This design comes from an exercise in tuning for small area on the open sky130 flow, not from production work.
Where RTL was checked, it was by simulation tests only, not by an equivalence proof against the original.
The clock port is modelled as an ideal driver; clocking choices that lean on that would not hold on a real chip.
No activity file was given, so power comes from the tool's default toggle rates.

## build 79
Design mcm_chip, start of the top module:
module mcm_chip (
	input  logic                               clk,
	input  logic                               rst_n_i,
	input  logic                               spi_clk_i,
	input  logic                               spi_scsn_i,
	input  logic                               spi_mosi_i,
	output logic                               spi_miso_o,
	input  logic [2*4-1:0]        quad_i,
	input  logic [3*4-1:0]        limit_i,
	output logic [4-1:0]          intrpt_o
);
clock: 5.0 ns
lec_check: 0
cap_margin: 20
core_margin: 2
core_utilization: 60
cts_buf_list: sky130_fd_sc_hd__clkbuf_4 sky130_fd_sc_hd__clkbuf_8 sky130_fd_sc_hd__clkbuf_16
cts_cluster_diameter: 60
cts_cluster_size: 24
hold_slack_margin: 0
slew_margin: 20
synth_hierarchical: 1
run.sh (not shown) runs the stock make flow with config.mk's settings and CLKGATE_MAP_FILE= SYNTH_SCRIPT=/design/flow/synth_recipe.tcl, a recipe that flattens the netlist after the stock synthesis.
### build 79 -> build 32
- removing CTS_CLUSTER_SIZE (formerly 24)
- removing HOLD_SLACK_MARGIN (formerly 0)
- removing CTS_BUF_LIST (formerly sky130_fd_sc_hd__clkbuf_4 sky130_fd_sc_hd__clkbuf_8 sky130_fd_sc_hd__clkbuf_16)
- changing CORE_UTILIZATION from 60 to 40
- removing CTS_CLUSTER_DIAMETER (formerly 60)
--- outcome ---
The hold slack number comes out higher for build 79 vs build 32. Re global-route usage: build 32 and build 79 aren't equal, and the lower value belongs to build 32. Build 32 vs. build 79: combinational power share went down by 0.5 points. NOTE: period utilization in build 32 falls short of that of build 79. From build 79 to build 32 the numbers moved as follows: static leakage has increased, reported clock group power has increased. Taking build 79 as the reference, in build 32 post-layout worst setup margin went up 0.085 ns; first-iteration DRC count rose by 67; total length of routed met2 wires held.
For build 42, these inputs were changed with respect to build 32:
- putting HOLD_SLACK_MARGIN at 0 where nothing was set
- putting CTS_BUF_LIST at sky130_fd_sc_hd__clkbuf_8 where nothing was set
- swapping 40 for 60 in CORE_UTILIZATION
- putting CTS_CLUSTER_SIZE at 18 where nothing was set
- putting CTS_CLUSTER_DIAMETER at 50 where nothing was set
[summary]
Required arrival time at the worst endpoint ended up 0.03 ns higher on build 42 than on build 32. Per the comparison of build 42 with build 32, setup slack of the critical path after layout saw a decrease; placeable core region saw a decrease; post-layout net count saw little to no change; clock share of power saw a decrease; data arrival time of the critical path saw an increase. Side by side, largest net degree at the start of global routing turned out higher in build 42 than in build 32. Proportion of power drawn by combinational gates for build 42: 2.0 points up relative to build 32.
No run of this note included a check of the RTL's function; only the layout flow was run.

v7:
mcm_chip, a different RTL version from the one above (not shown whole).
Size: about 1,500 cells after synthesis, about 30 I/O pins.
clock: 5.0 ns
lec_check: 0
cap_margin: 0
core_margin: 2
core_utilization: 60
gpl_timing_driven: 0
hold_slack_margin: 0
slew_margin: 0
synth_hierarchical: 1
standard.sh (not shown) runs the stock make flow with config.mk's settings and CLKGATE_MAP_FILE= SYNTH_SCRIPT=/design/flow/synth_recipe.tcl, a recipe that flattens the netlist after the stock synthesis.
==> flow/flow/run.sh <==
#!/bin/bash
# Standard layout with three changes: small port buffers, no CTS dummy
# loads, and a power (area) recovery pass after CTS. make's output goes to
# standard.log; each ORFS step keeps its own log under orfs/logs.
set -euo pipefail
here=$(pwd)
export BUFFER_PORTS_ARGS="-buffer_cell sky130_fd_sc_hd__buf_1"
export CTS_ARGS="-sink_clustering_enable -repair_clock_nets -dont_use_dummy_load -buf_list sky130_fd_sc_hd__clkbuf_4 -sink_clustering_size 10 -sink_clustering_max_diameter 40"
export POST_CTS_TCL="$here/flow/post_cts.tcl"
bash standard.sh > standard.log 2>&1
==> flow/flow/post_cts.tcl <==
# after CTS and its timing repair: size down cells that have slack to spare
puts "post_cts: recovering area on paths with slack"
estimate_parasitics -placement
repair_timing -recover_power 100 -verbose
detailed_placement
check_placement -verbose
report_design_area
The inputs of v31 differ from those of v7 as listed below.
--- a/flow/flow/run.sh
+++ b/flow/flow/run.sh
@@ -9,2 +9,3 @@
 export POST_CTS_TCL="$here/flow/post_cts.tcl"
+export RECOVER_POWER=100
 bash standard.sh > standard.log 2>&1
--- a/flow/config.mk
+++ b/flow/config.mk
@@ -9,4 +9,3 @@
 export CORE_MARGIN = 2
-export CORE_UTILIZATION = 60
-export GPL_TIMING_DRIVEN = 0
+export CORE_UTILIZATION = 75
 export HOLD_SLACK_MARGIN = 0
## What came out
- Although it ran to completion, v31 produced a layout that fails the final checks because of max-capacitance violations, max-slew violations.
- In v31 the share of power burned in combinational logic turned out 1.1 points lower than in v7.
- Sort v7 and v31 by register share of total power, ascending, and v7 comes first.
- For share of final layout cell area taken by clock buffers and inverters, v31 and v7 come out practically identical.
- Compared to v7, the routing of v31 uses more wire.
- When v31 is set beside v7, its starting density of the core turns out to be 15 points larger.
- Diff v7..v31 | storage element area | negligible
- v31 ended up with a lower critical path depth than v7 did.
- v31 reports its termination of the worst setup path as i_mcm_top.reply_data_q[21] while v7 reports i_mcm_top.g_slot[2].count_q[31].
- Combinational power (lower): v31
Input changes introduced in v38 (baseline for comparison: v31):
--- a/flow/flow/run.sh
+++ b/flow/flow/run.sh
@@ -10,2 +10,3 @@
 export RECOVER_POWER=100
+export POST_GLOBAL_ROUTE_TCL="$here/flow/post_grt.tcl"
 bash standard.sh > standard.log 2>&1
==> flow/flow/post_grt.tcl (new file) <==
# after global route and its power recovery: repair any slew or
# capacitance the downsizing broke, then route the changed nets again
puts "post_grt: repair design after power recovery"
global_route -start_incremental
estimate_parasitics -global_routing
repair_design -verbose
detailed_placement
global_route -end_incremental
check_placement -verbose
estimate_parasitics -global_routing
report_design_area
--- a/flow/config.mk
+++ b/flow/config.mk
@@ -9,3 +9,3 @@
 export CORE_MARGIN = 2
-export CORE_UTILIZATION = 75
+export CORE_UTILIZATION = 60
 export HOLD_SLACK_MARGIN = 0
### Flow results
v38 went all the way through the flow, and no timing, DRC or antenna check failed. v38 vs v31 — part of the total power dissipated in the clock network rose 1.2 points. Combinational power ended up about 3% lower on v38 than on v31. Relative to v31, the routed length on met2 of v38 is lower by 4.8%. Looking at register-to-register slack across both flows, v38 is the stronger of the two, with v31 trailing. Cmp v38 and v31 / met3 track demand over resource in global routing / lower: v38. Going from v31 to v38, relative area change from synthesis to final layout went up by 1.4 points; design area rose about 1.3%.

== v21 ==
mcm_chip, a different RTL version from the one above (not shown whole).
For scale: about 0.015 mm^2 of cells after synthesis.
// mcm_chip
module mcm_chip (
	input  logic                               clk,
	input  logic                               rst_n_i,
	input  logic                               spi_clk_i,
	input  logic                               spi_scsn_i,
	input  logic                               spi_mosi_i,
	output logic                               spi_miso_o,
	input  logic [2*4-1:0]        quad_i,
	input  logic [3*4-1:0]        limit_i,
	output logic [4-1:0]          intrpt_o
);
Settings: LEC_CHECK=0, CAP_MARGIN=20, CORE_MARGIN=2, CORE_UTILIZATION=60, HOLD_SLACK_MARGIN=0, SLEW_MARGIN=20, SYNTH_HIERARCHICAL=1; clock period 5.0 ns.
==> flow/flow/run.sh <==
#!/bin/bash
# Standard layout with three changes: small port buffers, no CTS dummy
# loads, and a power (area) recovery pass after CTS. make's output goes to
# standard.log; each ORFS step keeps its own log under orfs/logs.
set -euo pipefail
here=$(pwd)
export BUFFER_PORTS_ARGS="-buffer_cell sky130_fd_sc_hd__buf_1"
export CTS_ARGS="-sink_clustering_enable -repair_clock_nets -dont_use_dummy_load -buf_list sky130_fd_sc_hd__clkbuf_4 -sink_clustering_size 12 -sink_clustering_max_diameter 40"
export POST_CTS_TCL="$here/flow/post_cts.tcl"
bash standard.sh > standard.log 2>&1
Scripts as last shown in full above: flow/flow/post_cts.tcl
v21 finished every stage and its layout cleared the timing, design-rule and antenna checks.
Edits applied to the flow inputs when going from v21 to v17:
# v21
export LEC_CHECK = 0
export CAP_MARGIN = 20
export CORE_MARGIN = 2
export CORE_UTILIZATION = 60
export HOLD_SLACK_MARGIN = 0
export SLEW_MARGIN = 20
export SYNTH_HIERARCHICAL = 1
create_clock -name core_clock -period 5.0 [get_ports {clk}]
# v17
export LEC_CHECK = 0
export CAP_MARGIN = 0
export CORE_MARGIN = 2
export CORE_UTILIZATION = 60
export HOLD_SLACK_MARGIN = 0
export SLEW_MARGIN = 0
export SYNTH_HIERARCHICAL = 1
create_clock -name core_clock -period 5.0 [get_ports {clk}]
## What came out
Looking at v21 and v17, the overall via count from detail_route is a wash. v17 against v21: post-layout total power did not really move, fraction of area in registers climbed 0.29 points, via count normalized by instance count went up.
No run of this note included a check of the RTL's function; only the layout flow was run.

Another version of the RTL of mcm_chip (not shown whole).
Size in the first run: ~1600 cells after synthesis, roughly 320 flip-flops, ~30 I/O pins, about 17000 µm² of cells after synthesis.
make LEC_CHECK=0 CAP_MARGIN=20 CORE_MARGIN=2 CORE_UTILIZATION=70 CTS_BUF_LIST='sky130_fd_sc_hd__clkbuf_2 sky130_fd_sc_hd__clkbuf_4 sky130_fd_sc_hd__clkbuf_8' HOLD_SLACK_MARGIN=0 SLEW_MARGIN=20 finish   # period 5.0 ns
run.sh (not shown) runs the stock make flow with config.mk's settings and CLKGATE_MAP_FILE= SYNTH_SCRIPT=/design/flow/synth_recipe.tcl, a recipe that flattens the netlist after the stock synthesis.
Stock flow here: none of the scripts above is used.
The starting point passed the timing, design-rule and antenna checks.
Then changed:
- CORE_UTILIZATION: 70 -> 40
- CTS_BUF_LIST: sky130_fd_sc_hd__clkbuf_2 sky130_fd_sc_hd__clkbuf_4 sky130_fd_sc_hd__clkbuf_8 -> default
- HOLD_SLACK_MARGIN: 0 -> default
The new run completed without violations.
Global-route usage drops by 15 points.
Setup slack loses 74 ps.
Die area climbs by well over a third.

## birch
Another version of the RTL of mcm_chip (not shown whole).
Size: ~30 I/O pins, about 15000 um^2 of cells after synthesis.
==> flow/config.mk <==
export PLATFORM = sky130hd
export DESIGN_NAME = mcm_chip
export DESIGN_NICKNAME = mcm_chip
export VERILOG_FILES = /design/flow/design.v
export SDC_FILE = /design/flow/constraint.sdc
export NUM_CORES = 4
export LEC_CHECK = 0
export CAP_MARGIN = 0
export CORE_MARGIN = 2
export CORE_UTILIZATION = 60
export HOLD_SLACK_MARGIN = 0
export SLEW_MARGIN = 0
export SYNTH_HIERARCHICAL = 1
==> flow/constraint.sdc <==
create_clock -name core_clock -period 5.0 [get_ports {clk}]
set_input_delay 1.0000 -clock core_clock [delete_from_list [all_inputs] [get_ports {clk}]]
set_output_delay 1.0000 -clock core_clock [all_outputs]
set_load 0.01 [all_outputs]
standard.sh (not shown) runs the stock make flow with config.mk's settings and CLKGATE_MAP_FILE= SYNTH_SCRIPT=/design/flow/synth_recipe.tcl, a recipe that flattens the netlist after the stock synthesis.
==> flow/flow/run.sh <==
#!/bin/bash
# Standard layout with three changes: small port buffers, no CTS dummy
# loads, and a power (area) recovery pass after CTS. make's output goes to
# standard.log; each ORFS step keeps its own log under orfs/logs.
set -euo pipefail
here=$(pwd)
export BUFFER_PORTS_ARGS="-buffer_cell sky130_fd_sc_hd__buf_1"
export CTS_ARGS="-sink_clustering_enable -repair_clock_nets -dont_use_dummy_load -buf_list {sky130_fd_sc_hd__clkbuf_2 sky130_fd_sc_hd__clkbuf_4} -root_buf sky130_fd_sc_hd__clkbuf_4 -sink_clustering_buffer sky130_fd_sc_hd__clkbuf_2 -sink_clustering_size 6 -sink_clustering_max_diameter 30"
export POST_CTS_TCL="$here/flow/post_cts.tcl"
bash standard.sh > standard.log 2>&1
Scripts as last shown in full above: flow/flow/post_cts.tcl
birch: all stages complete, timing, DRC and antenna checks passed
> inputs changed (birch -> pine)
==> flow/flow/run.sh <==
#!/bin/bash
# Standard layout with three changes: small port buffers, no CTS dummy
# loads, and a power (area) recovery pass after CTS. make's output goes to
# standard.log; each ORFS step keeps its own log under orfs/logs.
set -euo pipefail
here=$(pwd)
export BUFFER_PORTS_ARGS="-buffer_cell sky130_fd_sc_hd__buf_1"
export CTS_ARGS="-sink_clustering_enable -repair_clock_nets -dont_use_dummy_load -buf_list sky130_fd_sc_hd__clkbuf_4 -sink_clustering_size 10 -sink_clustering_max_diameter 40"
export POST_CTS_TCL="$here/flow/post_cts.tcl"
bash standard.sh > standard.log 2>&1
Results
The higher area fraction of clock buffers and clock inverters of pine and birch is in birch. Maximum clock rate: pine > birch. On worst setup slack: between pine and birch, it ends up lower for birch. Diff birch -> pine: sequential share of layout area climbed 0.20 points, combinational cell fraction of total power climbed 0.2 points, total length of routed met2 wires dropped about 1.3%, wire length per cell climbed 0.47%. [compare] base=birch new=pine: layout overhead on the synthesized area saw a decrease, core utilization saw a decrease, final instance area saw a decrease. The number of cells in the finished layout apart from fillers in pine sits 30 below the value recorded for birch.

mcm_chip, a different RTL version from the one above (not shown whole).
Size in the first run: about 1,300 cells after synthesis, ~30 I/O pins, roughly 15,000 sq um of cells after synthesis.
Settings: LEC_CHECK=0, CAP_MARGIN=20, CORE_MARGIN=2, CORE_UTILIZATION=60, CTS_BUF_LIST=sky130_fd_sc_hd__clkbuf_8, CTS_CLUSTER_DIAMETER=50, CTS_CLUSTER_SIZE=18, HOLD_SLACK_MARGIN=0, SLEW_MARGIN=20, SYNTH_HIERARCHICAL=1; clock period 5.0 ns.
==> flow/flow/run.sh <==
#!/bin/bash
# Standard layout with three changes: small port buffers, no CTS dummy
# loads, and a power (area) recovery pass after CTS. make's output goes to
# standard.log; each ORFS step keeps its own log under orfs/logs.
set -euo pipefail
here=$(pwd)
export BUFFER_PORTS_ARGS="-buffer_cell sky130_fd_sc_hd__buf_1"
export CTS_ARGS="-sink_clustering_enable -repair_clock_nets -dont_use_dummy_load -buf_list sky130_fd_sc_hd__clkbuf_8 -sink_clustering_size 18 -sink_clustering_max_diameter 50"
export POST_CTS_TCL="$here/flow/post_cts.tcl"
bash standard.sh > standard.log 2>&1
Scripts as last shown in full above: flow/flow/post_cts.tcl
The starting point completed without violations.
Then changed:
==> flow/flow/run.sh (replaced) <==
#!/bin/bash
# standard layout, full log kept here
bash standard.sh > standard.log 2>&1
removed: flow/flow/post_cts.tcl
Outcome:
- non-clock buffer count decreases by 5
- cell area increases by 3.0%
- clock skew decreases by 0.021 ns
- final cell count climbs by about 1.3%
- maximum frequency decreases by about 3.4%
- global-route usage came out higher by 0.95 points
- utilization came out higher by 1.9 points
- synthesized area is unchanged
- worst setup slack gets worse by 0.14 ns
No run of this note included a check of the RTL's function; only the layout flow was run.

## P
Another version of the RTL of mcm_chip (not shown whole).
Size: about 1400 cells after synthesis, roughly 30 I/O pins, ~14000 sq um of cells after synthesis.
// mcm_chip
module mcm_chip (
	input  logic                               clk,
	input  logic                               rst_n_i,
	input  logic                               spi_clk_i,
	input  logic                               spi_scsn_i,
	input  logic                               spi_mosi_i,
	output logic                               spi_miso_o,
	input  logic [2*4-1:0]        quad_i,
	input  logic [3*4-1:0]        limit_i,
	output logic [4-1:0]          intrpt_o
);
	mcm_top i_mcm_top (
		.clk        (clk),
		.rst_n_i    (rst_n_i),
		.spi_clk_i  (spi_clk_i),
		.spi_scsn_i (spi_scsn_i),
		.spi_mosi_i (spi_mosi_i),
		.spi_miso_o (spi_miso_o),
		.quad_i     (quad_i),
		.limit_i    (limit_i),
		.intrpt_o   (intrpt_o)
	);
endmodule
clock: 5.0 ns
lec_check: 0
cap_margin: 0
core_margin: 2
core_utilization: 72
hold_slack_margin: 0
place_density: 0.75
slew_margin: 0
synth_hierarchical: 1
==> flow/flow/run.sh <==
#!/bin/bash
# Standard layout with three changes: small port buffers, no CTS dummy
# loads, and a power (area) recovery pass after CTS. make's output goes to
# standard.log; each ORFS step keeps its own log under orfs/logs.
set -euo pipefail
here=$(pwd)
export BUFFER_PORTS_ARGS="-buffer_cell sky130_fd_sc_hd__buf_1"
export CTS_ARGS="-sink_clustering_enable -repair_clock_nets -dont_use_dummy_load -buf_list sky130_fd_sc_hd__clkbuf_4 -sink_clustering_size 10 -sink_clustering_max_diameter 40"
export POST_CTS_TCL="$here/flow/post_cts.tcl"
export RECOVER_POWER=100
export POST_GLOBAL_ROUTE_TCL="$here/flow/post_grt.tcl"
bash standard.sh > standard.log 2>&1
==> flow/flow/post_cts.tcl <==
# after CTS and its timing repair: size down cells that have slack to spare
puts "post_cts: recovering area on paths with slack"
estimate_parasitics -placement
repair_timing -recover_power 100 -verbose
detailed_placement
check_placement -verbose
report_design_area
==> flow/flow/post_grt.tcl <==
# after global route and its power recovery: repair any slew or
# capacitance the downsizing broke, then route the changed nets again
puts "post_grt: repair design after power recovery"
global_route -start_incremental
estimate_parasitics -global_routing
repair_design -verbose
detailed_placement
global_route -end_incremental
check_placement -verbose
estimate_parasitics -global_routing
report_design_area
## Diff of input files: Q against P
- removing PLACE_DENSITY (formerly 0.75)
Findings:
- Comparing Q with P, the sequential share of layout area came out essentially unchanged.
- Synthesized cell count came out exactly the same in Q and P.
- Fraction of final layout cells with drive strength greater than 1 came out exactly the same in Q and P.
- Non-clock buffer count came out exactly the same in Q and P.
- Critical path depth came out exactly the same in Q and P.
- Diff Q..P | count of inserted tapcells | unchanged
- Detailed-route wire length of P is on par with Q.
- Reported for Q and P, wire length of the first global-routing pass turned out identical to the last digit.
- For combinational logic power, P and Q come out practically identical.

-- re-timing with driven ports --
No port has a modelled driver above. Below, the same layouts with a new extraction and two added sets of constraints. Step 1 (the two cells are an assumption about what drives the block):
set clk [get_ports {clk}]
set_driving_cell -lib_cell sky130_fd_sc_hd__clkbuf_16 $clk
set_driving_cell -lib_cell sky130_fd_sc_hd__buf_2 [delete_from_list [all_inputs] $clk]
Step 2 also shifts input and output timing later by t, the mid clock arrival at the registers, as if the neighbouring blocks saw the same clock. a / b / c = ideal ports / drivers / drivers and shift; a / b = the first two.
| run | t (ns) | setup slack, ns | worst data-port slew with drivers (ns) |
|---|---|---|---|
| build 79 | 0.623 | 0.681 / 0.681 / 0.681 | 0.05 |
| build 32 | 0.564 | 0.766 / 0.766 / 0.766 | 0.05 |
| build 42 | 0.587 | 0.692 / 0.692 / 0.692 | 0.05 |
| v7 | 0.709 | 0.469 / 0.469 / 0.469 | 0.03 |
| v31 | 0.673 | 0.374 / 0.374 / 0.374 | 0.04 |
| v38 | 0.688 | 0.395 / 0.395 / 0.395 | 0.04 |
| v21 | 0.703 | 0.447 / 0.447 / 0.447 | 0.03 |
| v17 | 0.698 | 0.430 / 0.430 / 0.430 | 0.03 |
| the first run of note 4 | 0.637 | 1.583 / 1.583 / 1.583 | 0.05 |
| the second run of note 4 | 0.572 | 1.509 / 1.509 / 1.509 | 0.05 |
| birch | 0.684 | 0.497 / 0.497 / 0.497 | 0.03 |
| pine | 0.678 | 0.565 / 0.565 / 0.565 | 0.03 |
| the first run of note 6 | 0.565 | 1.102 / 1.102 / 1.102 | 0.03 |
| the second run of note 6 | 0.588 | 0.965 / 0.965 / 0.965 | 0.05 |
| P | 0.683 | 0.518 / 0.518 / 0.518 | 0.04 |
| Q | 0.683 | 0.518 / 0.518 / 0.518 | 0.04 |
